This is an optimization exercise on Yosys and OpenROAD, whose aim is small area, not a production implementation. The RTL was checked by simulation tests, not by an equivalence proof against the original design. Power and IR drop assume default switching activity.

==> run P: inputs <==
==> flow/design.v (excerpt) <==
module shooter_top #(
  parameter int TICK_DIV   = 64,
  parameter int FIFO_DEPTH = 16
) (
  input  logic        CLOCK_50,
  input  logic        rst_n,
  input  logic        btn_left,
  input  logic        btn_right,
  input  logic        btn_up,
  input  logic        btn_down,
  input  logic        fire,
  input  logic        restart,
  input  logic        plot_ready,
  output logic        plot_valid,
  output logic [7:0]  plot_x,
  output logic [6:0]  plot_y,
  output logic [2:0]  plot_color,
  output logic [2:0]  game_state
);
  localparam int TW = (TICK_DIV > 1) ? $clog2(TICK_DIV) : 1;
  localparam int AW = (FIFO_DEPTH > 1) ? $clog2(FIFO_DEPTH) : 1;
  localparam logic [AW:0] FULL_CNT = (AW+1)'(FIFO_DEPTH);
  localparam logic [1:0] T_FILL = 2'd0;
  localparam logic [1:0] T_SHIP = 2'd1;
  localparam logic [1:0] T_ENEMY = 2'd2;
  localparam logic [1:0] T_BUL  = 2'd3;
  logic [TW-1:0] tick_cnt;
  logic          tick;
  ...
export LEC_CHECK = 0
export CAP_MARGIN = 20
export CORE_MARGIN = 2
export CORE_UTILIZATION = 60
export CTS_BUF_LIST = sky130_fd_sc_hd__clkbuf_4 sky130_fd_sc_hd__clkbuf_8
export PLACE_DENSITY = 0.7
export SLEW_MARGIN = 20
create_clock -name core_clock -period 10.0 [get_ports {CLOCK_50}]
run.sh (not shown) runs the stock make flow with config.mk's settings and CLKGATE_MAP_FILE= SYNTH_SCRIPT=/design/flow/synth_recipe.tcl, a recipe that flattens the netlist after the stock synthesis.
==> run E: changes against run P <==
--- a/flow/design.v
+++ b/flow/design.v
@@ -64,23 +64,27 @@
   logic [7:0]    ship_x, enemy_x, bul_x;
   logic [6:0]    ship_y, enemy_y, bul_y;
   logic          bul_act;
   logic [7:0]    cur_ship_x, cur_enemy_x;    
   logic [6:0]    cur_ship_y, cur_enemy_y;
   logic          cur_bul_act;
-  logic [7:0]    ers_bul_x;
-  logic [6:0]    ers_bul_y;
+  logic          bul_new;
+  logic [7:0]    beff_x;       
+  logic [6:0]    beff_y;
   logic          mv_l, mv_r, mv_u, mv_d;   
   logic [7:0]    nxt_ship_x, nxt_enemy_x, nxt_bul_x;
   logic [6:0]    nxt_ship_y, nxt_bul_y;
   logic          nxt_bul_act;
   logic [6:0]    spawn_y;
   logic          hit_lose, hit_win, draw_en;
   logic          inc_x, dec_x, inc_y, dec_y;
-  logic [8:0]    dsx, dbx;
-  logic [7:0]    dsy, dby;
+  logic          fresh;        
+  logic          launch;
+  logic [8:0]    dsx;
+  logic [7:0]    dsy;
+  logic          mx, my;       
   logic          play_go;
   assign tick     = (tick_cnt == TW'(TICK_DIV - 1));
   assign frame_go = tick && (pending == '0);
   assign play_go  = frame_go && (game_state == PLAY);
   always_comb
   begin
@@ -90,55 +94,56 @@
     begin
       first_box[i] = pending[i] && !seen;
       seen = seen || pending[i];
     end
   end
   assign spawn_y  = (lfsr <= SCREEN_H - ENEMY_H) ? lfsr : lfsr - 7'd32;
-  assign fresh       = (kq0[3:2] == T_FILL);
   assign end_drawn   = (kq0[3:2] == T_FILL);
   assign cur_ship_x  = fresh ? '0 : ship_x;
   assign cur_ship_y  = fresh ? '0 : ship_y;
   assign cur_enemy_x = fresh ? ENEMY_START_X : enemy_x;
   assign cur_enemy_y = fresh ? spawn_y : enemy_y;
   assign cur_bul_act = !fresh && bul_act;
   assign inc_x = btn_right && (btn_left ? (cur_ship_x == '0) : (cur_ship_x < SCREEN_W - SHIP_W));
   assign dec_x = btn_left && (btn_right ? (cur_ship_x > SCREEN_W - SHIP_W) : (cur_ship_x != '0));
   assign inc_y = btn_up && !btn_down && (cur_ship_y < SCREEN_H - SHIP_H);
   assign dec_y = btn_down && (btn_up ? (cur_ship_y >= SCREEN_H - SHIP_H) : (cur_ship_y != '0));
+  assign beff_x = bul_new ? ship_x + BULLET_DX : bul_x;
+  assign beff_y = bul_new ? ship_y + BULLET_DY : bul_y;
   always_comb
   begin
     nxt_ship_x  = cur_ship_x + {{7{dec_x}}, dec_x || inc_x};
     nxt_ship_y  = cur_ship_y + {{6{dec_y}}, dec_y || inc_y};
     nxt_enemy_x = cur_enemy_x - 8'd1;
-    nxt_bul_x   = bul_x;
-    nxt_bul_y   = bul_y;
+    nxt_bul_x   = beff_x;
+    nxt_bul_y   = beff_y;
     nxt_bul_act = cur_bul_act;
     if (cur_bul_act)
     begin
-      nxt_bul_x = bul_x + 8'd1;
-      if ((bul_x >= SCREEN_W - BULLET_W - 8'd1) && (bul_x != 8'd255))
+      nxt_bul_x = beff_x + 8'd1;
+      if ((beff_x >= SCREEN_W - BULLET_W - 8'd1) && (beff_x != 8'd255))
         nxt_bul_act = 1'b0;
     end
-    if (fire && !nxt_bul_act)
+    launch = fire && !nxt_bul_act;
+    if (launch)
     begin
       nxt_bul_x   = nxt_ship_x + BULLET_DX;
       nxt_bul_y   = nxt_ship_y + BULLET_DY;
       nxt_bul_act = 1'b1;
     end
-    dsx = {1'b0, nxt_ship_x} - {1'b0, cur_enemy_x};
-    dsy = {1'b0, nxt_ship_y} - {1'b0, cur_enemy_y};
-    dbx = {1'b0, nxt_bul_x} - {1'b0, cur_enemy_x};
-    dby = {1'b0, nxt_bul_y} - {1'b0, cur_enemy_y};
+    dsx = {1'b0, tick ? nxt_ship_x : beff_x} - {1'b0, cur_enemy_x};
+    dsy = {1'b0, tick ? nxt_ship_y : beff_y} - {1'b0, cur_enemy_y};
     hit_lose = ((dsx < 9'd15) || (dsx >= 9'd496)) && ((dsy < 8'd10) || (dsy > 8'd246)) ||
                (cur_enemy_x == 8'd1);
-    hit_win  = nxt_bul_act && ((dbx < 9'd15) || (dbx >= 9'd508)) && (dby < 8'd10);
+    hit_win  = nxt_bul_act && (launch ? (dsx >= 9'd492) && (dsx <= 9'd510) &&
+                                        ((dsy >= 8'd252) || (dsy <= 8'd5))
+                                      : mx && my);
     draw_en  = !hit_lose && !hit_win;
   end
   logic          busy;        
   logic [3:0]    kq0, kq1, kq2;    
-  logic          fresh;            
   logic [3:0]    req_kind;
   logic          accept, push, pop, load;
   logic [AW:0]   count;
   always_comb
   begin
     if (first_box[0])
@@ -202,23 +207,23 @@
       default: ok = kq2;
     endcase
     nk = (ob == 2'd3) ? kq1 : kq0;
     sk = oend ? nk : ok;
   end
   assign ers_sh = (sk[3:2] == T_SHIP) && !sk[0];
-  assign kx_neg = ers_sh && mv_r;
+  assign kx_neg = ers_sh && mv_r || (sk[3:2] == T_BUL) && !sk[0] && !bul_new;
   assign kx_pos = ers_sh && mv_l || (sk[3:2] == T_ENEMY) && !sk[0];
   assign ky_neg = ers_sh && mv_u;
   assign ky_pos = ers_sh && mv_d;
   always_comb
   begin
     case (sk[3:2])
       T_FILL:  begin sx0 = '0;      sy0 = '0;      end
       T_SHIP:  begin sx0 = ship_x;  sy0 = ship_y;  end
       T_ENEMY: begin sx0 = enemy_x; sy0 = enemy_y; end
-      default: begin sx0 = sk[0] ? bul_x : ers_bul_x; sy0 = sk[0] ? bul_y : ers_bul_y; end
+      default: begin sx0 = sk[0] ? beff_x : bul_x; sy0 = sk[0] ? beff_y : bul_y; end
     endcase
     sx0 = sx0 + {{7{kx_neg}}, kx_neg || kx_pos};
     sy0 = sy0 + {{6{ky_neg}}, ky_neg || ky_pos};
     if (ok[3:2] == T_FILL)
       plot_color = (ok[1:0] == 2'd2) ? COL_WIN : (ok[1:0] == 2'd1) ? COL_LOSE : COL_BLACK;
     else if (!ok[1])
@@ -386,25 +391,36 @@
         endcase
       end
     end
   end
   always_ff @(posedge CLOCK_50)
   begin
+    if (!tick)
+    begin
+      mx <= (dsx <= 9'd13) || (dsx >= 9'd507);
+      my <= (dsy <= 8'd9);
+    end
+  end
+  always_ff @(posedge CLOCK_50)
+  begin
+    if (frame_go && (game_state == CLEAR))
+      fresh <= 1'b1;
+    else if (play_go)
+      fresh <= 1'b0;
     if (play_go)
     begin
       ship_x      <= nxt_ship_x;
       ship_y      <= nxt_ship_y;
       enemy_x     <= nxt_enemy_x;
       enemy_y     <= cur_enemy_y;
-      bul_x       <= nxt_bul_x;
-      bul_y       <= nxt_bul_y;
+      bul_new     <= launch;
+      bul_x       <= launch ? beff_x : nxt_bul_x;
+      bul_y       <= beff_y;
       bul_act     <= nxt_bul_act;
       mv_l        <= dec_x;
       mv_r        <= inc_x;
       mv_u        <= inc_y;
       mv_d        <= dec_y;
-      ers_bul_x   <= bul_x;
-      ers_bul_y   <= bul_y;
     end
   end
 endmodule
 `default_nettype wire
==> flow/flow/run.sh (new file) <==
#!/bin/bash
# Standard layout, with clock tree synthesis told not to add dummy loads and to
# cluster at most 10 flip-flops per leaf buffer.
set -euo pipefail
export CTS_ARGS="-sink_clustering_enable -repair_clock_nets -buf_list sky130_fd_sc_hd__clkbuf_8 -sink_clustering_size 10 -sink_clustering_max_diameter 60 -dont_use_dummy_load"
bash standard.sh > standard_flow.log 2>&1
==> flow/standard.sh (new file) <==
#!/bin/bash
# synth_recipe.tcl (not shown) runs the flow's synth.tcl, then flattens the netlist and writes it again
# the make line also repeats each setting of config.mk as NAME=value (left out here)
make -C /OpenROAD-flow-scripts/flow DESIGN_CONFIG=/design/flow/config.mk WORK_HOME=/design/flow/orfs CLKGATE_MAP_FILE= SYNTH_SCRIPT=/design/flow/synth_recipe.tcl "${@:-finish}"
removed: flow/run.sh
==> run M: changes against run P <==
--- a/flow/design.v
+++ b/flow/design.v
@@ -64,15 +64,14 @@
   logic [7:0]    ship_x, enemy_x, bul_x;
   logic [6:0]    ship_y, enemy_y, bul_y;
   logic          bul_act;
   logic [7:0]    cur_ship_x, cur_enemy_x;    
   logic [6:0]    cur_ship_y, cur_enemy_y;
   logic          cur_bul_act;
-  logic [7:0]    ers_bul_x;
-  logic [6:0]    ers_bul_y;
-  logic          mv_l, mv_r, mv_u, mv_d;   
+  logic [7:0]    ers_ship_x, ers_bul_x;
+  logic [6:0]    ers_ship_y, ers_bul_y;
   logic [7:0]    nxt_ship_x, nxt_enemy_x, nxt_bul_x;
   logic [6:0]    nxt_ship_y, nxt_bul_y;
   logic          nxt_bul_act;
   logic [6:0]    spawn_y;
   logic          hit_lose, hit_win, draw_en;
   logic          inc_x, dec_x, inc_y, dec_y;
@@ -130,13 +129,15 @@
     dby = {1'b0, nxt_bul_y} - {1'b0, cur_enemy_y};
     hit_lose = ((dsx < 9'd15) || (dsx >= 9'd496)) && ((dsy < 8'd10) || (dsy > 8'd246)) ||
                (cur_enemy_x == 8'd1);
     hit_win  = nxt_bul_act && ((dbx < 9'd15) || (dbx >= 9'd508)) && (dby < 8'd10);
     draw_en  = !hit_lose && !hit_win;
   end
-  logic          busy;        
+  logic          busy;
+  logic [7:0]    wcol;
+  logic [6:0]    wrow;
   logic [3:0]    kq0, kq1, kq2;    
   logic          fresh;            
   logic [3:0]    req_kind;
   logic          accept, push, pop, load;
   logic [AW:0]   count;
   always_comb
@@ -161,16 +162,58 @@
     case (t)
       T_FILL:  box_end = (r == SCREEN_H - 7'd1);
       T_BUL:   box_end = (r == BULLET_H - 7'd1);
       default: box_end = (r == SHIP_H - 7'd1);
     endcase
   endfunction
+  function automatic logic w_row_end(logic [1:0] t, logic [7:0] c);
+    case (t)
+      T_FILL:  w_row_end = (c == 8'd45);    
+      T_BUL:   w_row_end = (c == 8'd7);     
+      default: w_row_end = (c == 8'd28);    
+    endcase
+  endfunction
+  function automatic logic w_box_end(logic [1:0] t, logic [6:0] r);
+    case (t)
+      T_FILL:  w_box_end = (r == 7'd106);   
+      T_BUL:   w_box_end = (r == 7'd0);     
+      default: w_box_end = (r == 7'd123);   
+    endcase
+  endfunction
   assign accept = (pending != '0) && !busy;
   assign push   = busy && (count != FULL_CNT);
   assign load   = !plot_valid || plot_ready;
   assign pop    = load && (count != '0);
+  always_ff @(posedge CLOCK_50 or negedge rst_n)
+  begin
+    if (!rst_n)
+    begin
+      busy <= 1'b0;
+      wcol <= '0;
+      wrow <= '0;
+    end
+    else if (accept)
+    begin
+      busy <= 1'b1;
+      wcol <= '0;
+      wrow <= '0;
+    end
+    else if (push)
+    begin
+      if (w_row_end(kq0[3:2], wcol))
+      begin
+        wcol <= '0;
+        if (w_box_end(kq0[3:2], wrow))
+          busy <= 1'b0;
+        else
+          wrow <= {wrow[5:0], !(wrow[6] ^ wrow[5])};
+      end
+      else
+        wcol <= {wcol[6:0], !(wcol[7] ^ wcol[5] ^ wcol[4] ^ wcol[3])};
+    end
+  end
   always_ff @(posedge CLOCK_50)
   begin
     if (accept)
     begin
       kq0 <= req_kind;
       kq1 <= kq0;
@@ -180,127 +223,67 @@
       if (kq0[3:2] != T_FILL) kq0[0] <= 1'b0;
       if (kq1[3:2] != T_FILL) kq1[0] <= 1'b0;
     end
   end
   logic [1:0]    ob;           
   logic          oend;         
+  logic [7:0]    ocol;
+  logic [6:0]    orow;
   logic [3:0]    ok;           
   logic [3:0]    nk;           
-  logic [3:0]    sk;           
-  logic          o_row_end, o_pre_end;
-  logic [7:0]    sx0;          
-  logic [6:0]    sy0;
-  logic          ers_sh, kx_neg, kx_pos, ky_neg, ky_pos;
-  logic [3:0]    rc4;          
-  logic [3:0]    rr4;
+  logic          o_row_end, o_pre_end, nb_off;
+  logic [7:0]    ox0;
+  logic [6:0]    oy0;
   logic          on_screen;
   assign kq2 = {T_ENEMY, kq1[1:0]};
   always_comb
   begin
     case (ob)
       2'd1:    ok = kq0;
       2'd2:    ok = kq1;
       default: ok = kq2;
     endcase
     nk = (ob == 2'd3) ? kq1 : kq0;
-    sk = oend ? nk : ok;
   end
-  assign ers_sh = (sk[3:2] == T_SHIP) && !sk[0];
-  assign kx_neg = ers_sh && mv_r;
-  assign kx_pos = ers_sh && mv_l || (sk[3:2] == T_ENEMY) && !sk[0];
-  assign ky_neg = ers_sh && mv_u;
-  assign ky_pos = ers_sh && mv_d;
+  function automatic logic pre_end(logic [1:0] t, logic [7:0] c, logic [6:0] r);
+    case (t)
+      T_FILL:  pre_end = (c == SCREEN_W - 8'd2) && (r == SCREEN_H - 7'd1);
+      T_BUL:   pre_end = (c == BULLET_W - 8'd2) && (r == BULLET_H - 7'd1);
+      default: pre_end = (c == SHIP_W - 8'd2) && (r == SHIP_H - 7'd1);
+    endcase
+  endfunction
+  assign o_row_end = row_end(ok[3:2], ocol);
+  assign o_pre_end = pre_end(ok[3:2], ocol, orow);
+  assign nb_off    = (nk[3:2] == T_BUL) && ((nk[0] ? bul_x : ers_bul_x) >= SCREEN_W);
   always_comb
   begin
-    case (sk[3:2])
-      T_FILL:  begin sx0 = '0;      sy0 = '0;      end
-      T_SHIP:  begin sx0 = ship_x;  sy0 = ship_y;  end
-      T_ENEMY: begin sx0 = enemy_x; sy0 = enemy_y; end
-      default: begin sx0 = sk[0] ? bul_x : ers_bul_x; sy0 = sk[0] ? bul_y : ers_bul_y; end
+    case (ok[3:2])
+      T_FILL:  begin ox0 = '0; oy0 = '0; end
+      T_SHIP:  begin ox0 = ok[0] ? ship_x : ers_ship_x; oy0 = ok[0] ? ship_y : ers_ship_y; end
+      T_ENEMY: begin ox0 = enemy_x;                     oy0 = enemy_y;                     end
+      default: begin ox0 = ok[0] ? bul_x  : ers_bul_x;  oy0 = ok[0] ? bul_y  : ers_bul_y;  end
     endcase
-    sx0 = sx0 + {{7{kx_neg}}, kx_neg || kx_pos};
-    sy0 = sy0 + {{6{ky_neg}}, ky_neg || ky_pos};
     if (ok[3:2] == T_FILL)
       plot_color = (ok[1:0] == 2'd2) ? COL_WIN : (ok[1:0] == 2'd1) ? COL_LOSE : COL_BLACK;
     else if (!ok[1])
       plot_color = COL_BLACK;
     else if (ok[3:2] == T_SHIP)
       plot_color = COL_SHIP;
     else if (ok[3:2] == T_ENEMY)
       plot_color = COL_ENEMY;
     else
       plot_color = COL_BULLET;
   end
-  assign rc4 = plot_x[3:0] - sx0[3:0];
-  assign rr4 = plot_y[3:0] - sy0[3:0];
-  always_comb
-  begin
-    case (ok[3:2])
-      T_FILL:
-      begin
-        o_row_end = (plot_x == SCREEN_W - 8'd1);
-        o_pre_end = (plot_x == SCREEN_W - 8'd2) && (plot_y == SCREEN_H - 7'd1);
-      end
-      T_BUL:
-      begin
-        o_row_end = (rc4[1:0] == 2'd3);
-        o_pre_end = (rc4[1:0] == 2'd2);
-      end
-      default:
-      begin
-        o_row_end = (rc4 == 4'd15);
-        o_pre_end = (rc4 == 4'd14) && (rr4 == 4'(SHIP_H - 7'd1));
-      end
-    endcase
-  end
-  logic          o_near;
-  logic [4:0]    o_rem;
-  always_comb
-  begin
-    o_near = 1'b0;
-    o_rem  = '0;
-    if (oend)
-      o_near = 1'b1;
-    else
-      case (ok[3:2])
-        T_FILL:
-          if ((plot_y == SCREEN_H - 7'd1) && (plot_x >= SCREEN_W - 8'd17))
-          begin
-            o_near = 1'b1;
-            o_rem  = ~plot_x[4:0];   
-          end
-        T_BUL:
-        begin
-          o_near = 1'b1;
-          o_rem  = {3'd0, ~rc4[1:0]};
-        end
-        default:
-          if (rr4 == 4'(SHIP_H - 7'd1))
-          begin
-            o_near = 1'b1;
-            o_rem  = {1'b0, ~rc4};
-          end
-          else if ((rr4 == 4'(SHIP_H - 7'd2)) && (rc4 == 4'd15))
-          begin
-            o_near = 1'b1;
-            o_rem  = 5'd16;
-          end
-      endcase
-    if (ob == 2'd1)
-      busy = !o_near || (o_rem > count);
-    else if ((ob == 2'd2) && (kq0[3:2] == T_BUL))
-      busy = !o_near || ({1'b0, o_rem} + 6'd4 > {1'b0, count});
-    else
-      busy = 1'b1;
-  end
+  assign plot_x = ox0 + ocol + 8'((ok[3:2] == T_ENEMY) && !ok[0]);
+  assign plot_y = oy0 + orow;
   always_comb
   begin
     if (oend)
-      on_screen = (sx0 < SCREEN_W) && (sy0 < SCREEN_H);
+      on_screen = !nb_off;
     else if (o_row_end)
-      on_screen = (sx0 < SCREEN_W) && ((plot_y < SCREEN_H - 7'd1) || (plot_y == 7'd127));
+      on_screen = (plot_y < SCREEN_H - 7'd1) || (plot_y == 7'd127);
     else
       on_screen = ((plot_x < SCREEN_W - 8'd1) || (plot_x == 8'd255)) && (plot_y < SCREEN_H);
   end
   always_ff @(posedge CLOCK_50 or negedge rst_n)
   begin
     if (!rst_n)
@@ -322,19 +305,19 @@
   end
   always_ff @(posedge CLOCK_50)
   begin
     if (pop)
     begin
       if (oend || o_row_end)
-        plot_x <= sx0;
+        ocol <= '0;
       else
-        plot_x <= plot_x + 8'd1;
+        ocol <= ocol + 8'd1;
       if (oend)
-        plot_y <= sy0;
+        orow <= '0;
       else if (o_row_end)
-        plot_y <= plot_y + 7'd1;
+        orow <= orow + 7'd1;
     end
   end
   always_ff @(posedge CLOCK_50 or negedge rst_n)
   begin
     if (!rst_n)
       plot_valid <= 1'b0;
@@ -395,16 +378,14 @@
       ship_y      <= nxt_ship_y;
       enemy_x     <= nxt_enemy_x;
       enemy_y     <= cur_enemy_y;
       bul_x       <= nxt_bul_x;
       bul_y       <= nxt_bul_y;
       bul_act     <= nxt_bul_act;
-      mv_l        <= dec_x;
-      mv_r        <= inc_x;
-      mv_u        <= inc_y;
-      mv_d        <= dec_y;
+      ers_ship_x  <= cur_ship_x;
+      ers_ship_y  <= cur_ship_y;
       ers_bul_x   <= bul_x;
       ers_bul_y   <= bul_y;
     end
   end
 endmodule
 `default_nettype wire
==> flow/config.mk (replaced) <==
export PLATFORM = sky130hd
export DESIGN_NAME = shooter_top
export DESIGN_NICKNAME = shooter_top
export VERILOG_FILES = /design/flow/design.v
export SDC_FILE = /design/flow/constraint.sdc
export NUM_CORES = 4
export LEC_CHECK = 0
export CAP_MARGIN = 20
export CORE_MARGIN = 2
export CORE_UTILIZATION = 40
export SLEW_MARGIN = 20
==> summary of the runs <==
Core utilization, lowest first: run M, run E, run P.
Against run P, the setup slack of run E is worse by 0.48 ns.
The highest non-clock buffer count belongs to run P, the lowest to run E.
Worst hold slack: run M < run P < run E.
The highest combinational power belongs to run P, the lowest to run M.
In run E the global-route usage is higher than in run M, by 10 points.
The lowest die area belongs to run E, the highest to run M.
==> figures <==
Status: run P no timing/DRC/antenna violations; run M no timing/DRC/antenna violations; run E no timing/DRC/antenna violations
R2r worst-path depth: run P 38; run M 27; run E 37
First-pass GRT wire length: run P 36.3 mm; run M 41.4 mm; run E 37.0 mm
Standard cell core area: run P 15700 sq um; run M 26100 sq um; run E 14600 sq um
Max-Slew Margin vs Limit: run P 34.5%; run M 29.7%; run E 41.2%
WL per Instance: run P 17.5 um; run M 16.9 um; run E 19.1 um
Complex-gate fraction of the synthesized area: run P 17.4%; run M 16.9%; run E 18.4%
Drt initial violations: run P 543; run M 568; run E 659
Design area: run P 10500 sq um; run M 11800 sq um; run E 9630 sq um
Clock buffer and inverter area fraction after layout: run P 4.26%; run M 4.96%; run E 1.29%
Synthesized netlist net count: run P 1116; run M 1210; run E 1087
Post-Layout Cell Count: run P 1263; run M 1477; run E 1193
Logic depth of the worst path, buffers included: run P 38; run M 21; run E 37
Met3 usage: run P 4.55%; run M 2.12%; run E 4.81%
Sequential Power Share: run P 22.3%; run M 42.6%; run E 25.3%
Maximum fanout encountered on the critical timing path: run P 12; run M 31; run E 12

==> port drivers added, routing unchanged <==
The flow's constraints put no driver on any port. The routed layouts listed below were extracted and timed again, unchanged, in two steps. Step 1 sets driving cells, clkbuf_16 on the clock port and buf_2 on the other inputs (assumed; they add their load-dependent delay and slew). Step 2 also shifts input and output timing later by t, the mid clock arrival at the registers, as if the neighbouring blocks saw the same clock. Three values: no drivers, after step 1, after step 2; two values: the first two.
run | t (ns) | setup WS [ns] | worst register clock-pin slew, ns | worst slew at a driven data input, ns
run P | 0.478 | 1.649 / 1.649 / 1.649 | 0.07 / 0.07 | 0.03
run E | 0.421 | 1.174 / 1.174 / 1.174 | 0.12 / 0.12 | 0.03
run M | 0.475 | 2.437 / 2.390 / 2.296 | 0.08 / 0.08 | 0.03
After both steps every run listed still meets setup and hold. For run M, which loses most, drivers alone change the setup slack by -0.047 ns; drivers and shift together by -0.141 ns.
